From an optimization exercise on the open Yosys and OpenROAD flow, aimed at small area, a short achievable clock period and few clock cycles per item; shortcuts taken in it are not production practice.
Function was checked by simulation only, so behaviour that the tests miss may differ from the original.

Setup of run a:
==> module mdo_roots, before the edit <==
module mdo_roots (
  input  logic                    clk,
  input  logic                    rst,
  input  logic                    load,        
  input  logic                    load_w,      
  input  logic [SUM_SQ_W-1:0]     sum_sq,      
  input  logic [SUM_CUBE_W-1:0]   sum_cube,    
  output logic                    last,        
  output logic [DIST_W-1:0]       euclid,
  output logic [DIST_W-1:0]       cubic
);
  localparam int unsigned LD    = 4;    
  localparam int unsigned STEPS = 36 - LD;
  logic        busy;
  logic [5:0]  k;
  logic [31:0] rs;           
  logic [36:0] r2;
  logic [35:0] y2;
  logic [38:0] r2s, t2, d2;
  logic        b2;
  logic [47:0] rc;
  logic [70:0] r3;
  logic [70:0] t3;           
  logic [34:0] y3;           
  logic [74:0] r3s, d3;
  logic        b3;
  logic [70:0] t3_0, t3_1;
  logic [1:0]  ly3;
  logic [5:0]  lr3;
  logic [6:0]  lt3;
  logic [9:0]  lt3_0, lt3_1;
  logic [2:0]  ly2;
  logic [3:0]  lr2;
  mdo_load_tables u_tab (
    .c_top (sum_cube[55:51]),
    .s_top (sum_sq[39:34]),
    .c_y   (ly3),
    .c_r   (lr3),
    .c_t   (lt3),
    .c_t0  (lt3_0),
    .c_t1  (lt3_1),
    .s_y   (ly2),
    .s_r   (lr2)
  );
  logic [8:0]  xa3;  logic [9:0]  da3;  logic ta3;  logic [7:0]  ra3;  logic [9:0]  ua3;
  logic [2:0]  ya3;
  logic [5:0]  xa2, da2;  logic ta2;  logic [4:0] ra2;
  logic [3:0]  ya2;
  assign xa3 = {lr3, sum_cube[50:48]};
  assign da3 = {1'b0, xa3} - {3'b0, lt3};
  assign ta3 = !da3[9];
  assign ra3 = ta3 ? da3[7:0] : xa3[7:0];
  assign ya3 = {ly3, ta3};
  assign ua3 = ta3 ? lt3_1 : lt3_0;
  assign xa2 = {lr2, sum_sq[33:32]};
  assign da2 = xa2 - {1'b0, ly2, 2'b01};
  assign ta2 = !da2[5] && (xa2 >= {1'b0, ly2, 2'b01});
  assign ra2 = ta2 ? da2[4:0] : xa2[4:0];
  assign ya2 = {ly2, ta2};
  assign last = busy && (k == 6'(STEPS - 1));
  assign r2s = {r2[36:0], rs[31:30]};
  assign t2  = {1'b0, y2[35:0], 2'b01};
  assign d2  = r2s - t2;
  assign b2  = !d2[38];
  assign r3s = {1'b0, r3, rc[47:45]};
  assign d3  = r3s - {4'b0, t3};
  assign b3  = !d3[74];
  logic [70:0] a0, b0, c0, s0, k0, a1, b1, c1, s1, k1;
  assign a0 = {t3[68:0], 2'b10};
  assign b0 = ~(71'({y3[34:0], 3'b011}));
  assign c0 = ~(71'({y3[34:0], 2'b00}));
  assign s0 = a0 ^ b0 ^ c0;
  assign k0 = (a0 & b0) | (a0 & c0) | (b0 & c0);
  assign t3_0 = s0 + {k0[69:0], 1'b0};
  assign a1 = {t3[68:0], 2'b00};
  assign b1 = 71'({y3[34:0], 5'b01111});
  assign c1 = 71'({y3[34:0], 2'b00});
  assign s1 = a1 ^ b1 ^ c1;
  assign k1 = (a1 & b1) | (a1 & c1) | (b1 & c1);
  assign t3_1 = s1 + {k1[69:0], 1'b0};
  assign euclid = y2;
  assign cubic  = {1'b0, y3};
  always_ff @(posedge clk) begin
    if (rst) begin
      busy <= 1'b0;
    end else if (load) begin
      busy <= 1'b1;
    end else if (last) begin
      busy <= 1'b0;
    end
  end
  always_ff @(posedge clk) begin
    if (load_w) begin
      k  <= '0;
      rs <= sum_sq[31:0];
      r2 <= 37'(ra2);
      rc <= sum_cube[47:0];
      r3 <= 71'(ra3);
      t3 <= 71'(ua3);
    end else begin
      k  <= k + 6'd1;
      rs <= {rs[29:0], 2'b00};
      r2 <= b2 ? d2[36:0] : r2s[36:0];
      rc <= {rc[44:0], 3'b000};
      r3 <= b3 ? d3[70:0] : r3s[70:0];
      t3 <= b3 ? t3_1 : t3_0;
    end
  end
  always_ff @(posedge clk) begin
    if (load) begin
      y2 <= 36'(ya2);
      y3 <= 35'(ya3);
    end else if (busy) begin
      y2 <= {y2[34:0], b2};
      y3 <= {y3[33:0], b3};
    end
  end
endmodule
clock: 10.0 ns
lec_check: 0
cap_margin: 20
core_margin: 2
core_utilization: 40
setup_slack_margin: 5
slew_margin: 20
run.sh (not shown) runs the stock make flow with config.mk's settings and CLKGATE_MAP_FILE= SYNTH_SCRIPT=/design/flow/synth_recipe.tcl, a recipe that flattens the netlist after the stock synthesis.
The flow did not stop early for run a: all stages ran, and the layout cleared the timing, DRC and antenna checks.
Testbench counts of run a, summed over its fixed seeds: cycles 6,610, items 384.
Input-level comparison between run b and run a:
--- a/flow/design.v
+++ b/flow/design.v
@@ -1461,13 +1461,13 @@
   logic        busy;
   logic [5:0]  k;
-  logic [31:0] rs;           
+  logic [33:0] rs;           
   logic [36:0] r2;
   logic [35:0] y2;
   logic [38:0] r2s, t2, d2;
   logic        b2;
-  logic [47:0] rc;
+  logic [50:0] rc;
   logic [70:0] r3;
   logic [70:0] t3;           
-  logic [34:0] y3;           
+  logic [35:0] y3;
   logic [74:0] r3s, d3;
   logic        b3;
@@ -1506,9 +1506,9 @@
   assign ya2 = {ly2, ta2};
   assign last = busy && (k == 6'(STEPS - 1));
-  assign r2s = {r2[36:0], rs[31:30]};
+  assign r2s = {r2[36:0], rs[33:32]};
   assign t2  = {1'b0, y2[35:0], 2'b01};
   assign d2  = r2s - t2;
   assign b2  = !d2[38];
-  assign r3s = {1'b0, r3, rc[47:45]};
+  assign r3s = {1'b0, r3, rc[50:48]};
   assign d3  = r3s - {4'b0, t3};
   assign b3  = !d3[74];
@@ -1527,5 +1527,5 @@
   assign t3_1 = s1 + {k1[69:0], 1'b0};
   assign euclid = y2;
-  assign cubic  = {1'b0, y3};
+  assign cubic  = y3;
   always_ff @(posedge clk) begin
     if (rst) begin
@@ -1540,14 +1540,14 @@
     if (load_w) begin
       k  <= '0;
-      rs <= sum_sq[31:0];
+      rs <= {sum_sq[31:0], 2'b00};
       r2 <= 37'(ra2);
-      rc <= sum_cube[47:0];
+      rc <= {sum_cube[47:0], 3'b000};
       r3 <= 71'(ra3);
       t3 <= 71'(ua3);
     end else begin
       k  <= k + 6'd1;
-      rs <= {rs[29:0], 2'b00};
+      rs <= {rs[31:0], 2'b00};
       r2 <= b2 ? d2[36:0] : r2s[36:0];
-      rc <= {rc[44:0], 3'b000};
+      rc <= {rc[47:0], 3'b000};
       r3 <= b3 ? d3[70:0] : r3s[70:0];
       t3 <= b3 ? t3_1 : t3_0;
@@ -1557,8 +1557,8 @@
     if (load) begin
       y2 <= 36'(ya2);
-      y3 <= 35'(ya3);
+      y3 <= 36'(ya3);
     end else if (busy) begin
       y2 <= {y2[34:0], b2};
-      y3 <= {y3[33:0], b3};
+      y3 <= {y3[34:0], b3};
     end
   end
Results
In the tables for run a and run b, fraction of standard cell area in multi-input logic reads higher with run a. Delta(wire length per cell after detailed routing, run b - run a) < 0. ~same final RePlAce weighted congestion in run a and run b. Total length of routed met3 wires: run b vs run a down 8.8%. Run comparison: run a end point of the critical path u_accum.cs[22]; run b end point of the critical path m_tdata[7]. Delta (run b minus run a): synthesis-to-finish area growth higher, average cell area after synthesis higher, longest individual stage delay on the worst path lower. Worst setup slack was higher in run b than in run a. When the final numbers for run a and run b were put side by side, the largest fanout of any net on the critical path turned out to be greater in run b. Register area: run b vs run a — no meaningful difference. Relative to run a, the synthesized cell count measured on run b has decreased by a few percent. Relative to run a, the final cell area reported for run b is lower.
Testbench counts of run b, summed over its fixed seeds: cycles 6,610, items 384.

[separate check: timing with driven ports]
How much do the figures lean on ideal ports? The routed layouts below were timed once more, with nothing changed but the port constraints. Step 1 assumes that a clkbuf_16 drives the clock port and a buf_2 every other input. Step 2 times the ports against the registers' clock, not the clock port: input delays grow and output delays shrink by t, the midpoint of the rising clock arrivals with the driver on. Three values: ideal ports, drivers, drivers and shift; two values: the first two.
| run | shift t [ns] | setup slack, ns | clock arrival spread, ns |
|---|---|---|---|
| run a | 0.905 | 5.077 / 4.989 / 4.289 | 0.068 / 0.068 |
| run b | 0.877 | 5.157 / 5.072 / 4.471 | 0.082 / 0.082 |
After both steps every run listed still meets setup and hold. For run a, which loses most, drivers alone change the setup slack by -0.088 ns; drivers and shift together by -0.788 ns.
